From an optimization exercise on the open Yosys and OpenROAD flow, aimed at small area, a short achievable clock period and few clock cycles per item; shortcuts taken in it are not production practice.
Function was checked by simulation only, so behaviour that the tests miss may differ from the original.

==> inputs of job 157 <==
// stepper_ramp_period_generator
module stepper_ramp_period_generator (
	input  wire logic        clk,
	input  wire logic        arst_n,
	input  wire logic        s_tvalid,
	output logic             s_tready,
	input  wire logic [31:0] s_tdata,    
	input  wire logic        s_tuser,    
	output logic             m_tvalid,
	input  wire logic        m_tready,
	output logic      [23:0] m_tdata,    
	output logic             m_tlast,    
	input  wire logic        cfg_we,
	input  wire logic [1:0]  cfg_index,
	input  wire logic [55:0] cfg_data
);
	logic [15:0] base_q, target_q;
	logic [55:0] accel_m_q;
	logic [31:0] accel_dist_q;
	logic [31:0] steps_done_q, steps_left_q, period_q;
	logic [2:0]  phase_q;         
	logic        out_valid_q;
	logic [15:0] out_period_q;
	logic [2:0]  out_phase_q;
	logic        out_last_q;
	logic        accept, is_ramp, is_next, left_nz;
	logic [31:0] lo_bound, hi_bound, np, r_val, p_nx, spec_nx;
	logic        spec_ok, below, above;
	logic        eng_ready, r_fix;
	logic [31:0] r_fast, r_fixed;
	logic [31:0] done_nx, left_nx, dist_nx;
	logic [15:0] base_nx, target_nx;
	logic [2:0]  phase_nx;
	assign lo_bound = {target_q, 16'b0};
	assign hi_bound = {base_q, 16'b0};
	assign is_ramp  = phase_q == PH_UP || phase_q == PH_DOWN;
	assign left_nz  = steps_left_q != '0;
	assign s_tready = (!is_ramp || eng_ready) && (!out_valid_q || m_tready);
	assign accept   = s_tvalid && s_tready;
	assign is_next  = s_tuser;
	assign r_val = r_fix ? r_fixed : r_fast;
	assign below = r_val < lo_bound;
	assign above = r_val > hi_bound;
	always_comb begin
		if (phase_q == PH_CRUISE) begin
			np = lo_bound;
		end else if (is_ramp) begin
			np = below ? lo_bound : above ? hi_bound : r_val;
		end else begin
			np = hi_bound;
		end
	end
	assign spec_ok = !is_ramp || !(r_fix || below || above);
	always_comb begin
		done_nx   = steps_done_q;
		left_nx   = steps_left_q;
		dist_nx   = accel_dist_q;
		base_nx   = base_q;
		target_nx = target_q;
		if (accept) begin
			if (is_next) begin
				if (left_nz) begin
					done_nx = steps_done_q + 32'd1;
  ...
==> flow/config.mk <==
export PLATFORM = sky130hd
export DESIGN_NAME = stepper_ramp_period_generator
export DESIGN_NICKNAME = stepper_ramp_period_generator
export VERILOG_FILES = /design/flow/design.v
export SDC_FILE = /design/flow/constraint.sdc
export NUM_CORES = 4
export LEC_CHECK = 0
export ABC_AREA = 1
export CAP_MARGIN = 20
export CORE_MARGIN = 2
export CORE_UTILIZATION = 40
export SLEW_MARGIN = 20
==> flow/constraint.sdc <==
create_clock -name core_clock -period 12.0 [get_ports {clk}]
set_input_delay 2.4000 -clock core_clock [delete_from_list [all_inputs] [get_ports {clk}]]
set_output_delay 2.4000 -clock core_clock [all_outputs]
set_load 0.01 [all_outputs]
run.sh (not shown) runs the stock make flow with config.mk's settings and CLKGATE_MAP_FILE= SYNTH_SCRIPT=/design/flow/synth_recipe.tcl, a recipe that flattens the netlist after the stock synthesis.
==> job 4664 (differences from job 157) <==
Settings changed: SETUP_SLACK_MARGIN set to 5.
==> job 8356 (differences from job 157) <==
--- a/flow/design.v
+++ b/flow/design.v
@@ -31,11 +31,11 @@
 	input  wire logic        commit,     
 	input  wire logic        park,       
 	input  wire logic        spec_ok,    
 	input  wire logic [31:0] spec_nx,    
 	input  wire logic [31:0] p_nx,       
-	input  wire logic        ramp_up,
+	input  wire logic        ramp_up,    
 	input  wire logic [31:0] period,
 	input  wire logic [55:0] accel_m,
 	output logic             ready,
 	output logic [31:0]      r_fast,     
 	output logic             r_fix,      
@@ -57,11 +57,11 @@
 	assign m0    = accel_m[31:0];
 	assign m1    = {8'b0, accel_m[55:32]};
 	assign m1nz  = accel_m[55:32] != '0;
 	assign pzero = period == '0;
 	assign q  = mhi ? {acc[55:0], x[31:24]} : {23'b0, acc[64:24]};
-	assign sq = ramp_up ? {~x, 1'b1} : {x, 1'b0};
+	assign sq = {x, ramp_up};
 	always_comb begin
 		addend = '0;
 		cin    = 1'b0;
 		case (1'b1)
 			st[ES_A1], st[ES_A3], st[ES_Q1], st[ES_R1]: addend = {32'b0, acc[64:32]};
@@ -120,11 +120,12 @@
 	always_comb begin
 		x_nx = x;
 		if (!go) begin
 			if (st[ES_A0] || st[ES_FA] || st[ES_R0]) x_nx = acc[63:0];
 			if (st[ES_A3] || st[ES_FB]) x_nx[31:0] = acc[31:0];
-			if (st[ES_Q0]) x_nx = q;
+			if (st[ES_Q0]) x_nx = q ^ {64{ramp_up && q[63:32] == '0}};
+			if (st[ES_Q2]) x_nx = x ^ {64{ramp_up}};
 		end
 	end
 	assign mhi_nx = (st[ES_A1] || st[ES_A3]) ? st[ES_A3] : mhi;
 	always_comb begin
 		op_a_nx = op_a;
@@ -3857,10 +3858,11 @@
 	logic [15:0] base_q, target_q;
 	logic [55:0] accel_m_q;
 	logic [31:0] accel_dist_q;
 	logic [31:0] steps_done_q, steps_left_q, period_q;
 	logic [2:0]  phase_q;         
+	logic        up_q;            
 	logic        out_valid_q;
 	logic [15:0] out_period_q;
 	logic [2:0]  out_phase_q;
 	logic        out_last_q;
 	logic        accept, is_ramp, is_next, left_nz;
@@ -3936,11 +3938,11 @@
 		.commit  (accept),
 		.park    (!(phase_nx == PH_UP || phase_nx == PH_DOWN)),
 		.spec_ok (spec_ok && is_next),
 		.spec_nx (spec_nx),
 		.p_nx    (p_nx),
-		.ramp_up (phase_q == PH_UP),
+		.ramp_up (up_q),
 		.period  (period_q),
 		.accel_m (accel_m_q),
 		.ready   (eng_ready),
 		.r_fast  (r_fast),
 		.r_fix   (r_fix),
@@ -3964,19 +3966,21 @@
 	always_ff @(posedge clk or negedge arst_n) begin
 		if (!arst_n) begin
 			steps_done_q <= '0;
 			steps_left_q <= '0;
 			phase_q      <= PH_START;
+			up_q         <= 1'b0;
 			out_valid_q  <= 1'b0;
 		end else begin
 			if (accept) begin
 				out_valid_q <= 1'b1;
 			end else if (m_tready) begin
 				out_valid_q <= 1'b0;
 			end
 			if (accept || cfg_we) begin
 				phase_q <= phase_nx;
+				up_q    <= phase_nx == PH_UP;
 			end
 			if (accept) begin
 				steps_done_q <= done_nx;
 				steps_left_q <= left_nx;
 			end
Settings changed: CORE_UTILIZATION 40 to 60, PLACE_DENSITY set to 0.75, SETUP_SLACK_MARGIN set to 5.
==> summary of the runs <==
- Worst hold slack: job 157 is lower than job 4664 (1.2 ps).
- Against job 157, the cell count of job 4664 is larger by 2.9%.
- Against job 157, the critical path depth of job 4664 is higher by 2.
- Of job 4664 and job 157, job 4664 has the higher fmax (gap 33%, measured against job 157).
- In job 4664 the register-to-register slack is higher than in job 157, by 2600 ps.
- In flip-flop and latch count, job 4664 and job 157 do not differ.
- Synthesized cell count is the same in job 4664 and job 157.
- Between job 157 and job 4664, the lower cell area is in job 157 (gap 12%, measured against job 4664).
- Job 4664 finished with timing, DRC and antenna clean. Job 8356 never finished: it broke off in global routing (5_1_grt) with GRT-0116. Job 157 went through all stages and came out clean.
Testbench counts of job 157, summed over its fixed seeds: cycles 95,558, items 21,940.
Testbench counts of job 4664, summed over its fixed seeds: cycles 95,558, items 21,940.
Testbench counts of job 8356, summed over its fixed seeds: cycles 95,558, items 21,940.

what the ideal ports hide:
No port has a modelled driver above. Below, the same layouts with a new extraction and two added sets of constraints.
Step 1 sets driving cells, clkbuf_16 on the clock port and buf_2 on the other inputs (assumed; they add their load-dependent delay and slew).
Step 2 times the ports against the registers' clock, not the clock port: input delays grow and output delays shrink by t, the midpoint of the rising clock arrivals with the driver on.
Slacks: ideal ports / drivers / drivers and shift; pairs: ideal ports / drivers.
run	t, ns	setup slack, ns	pins driven straight from the clock port
job 157	0.780	1.596 / 1.596 / 1.596	1
job 4664	0.788	4.205 / 4.205 / 3.883	1
After both steps every run listed still meets setup and hold. For job 4664, which loses most, drivers alone change the setup slack by 0.000 ns; drivers and shift together by -0.322 ns.
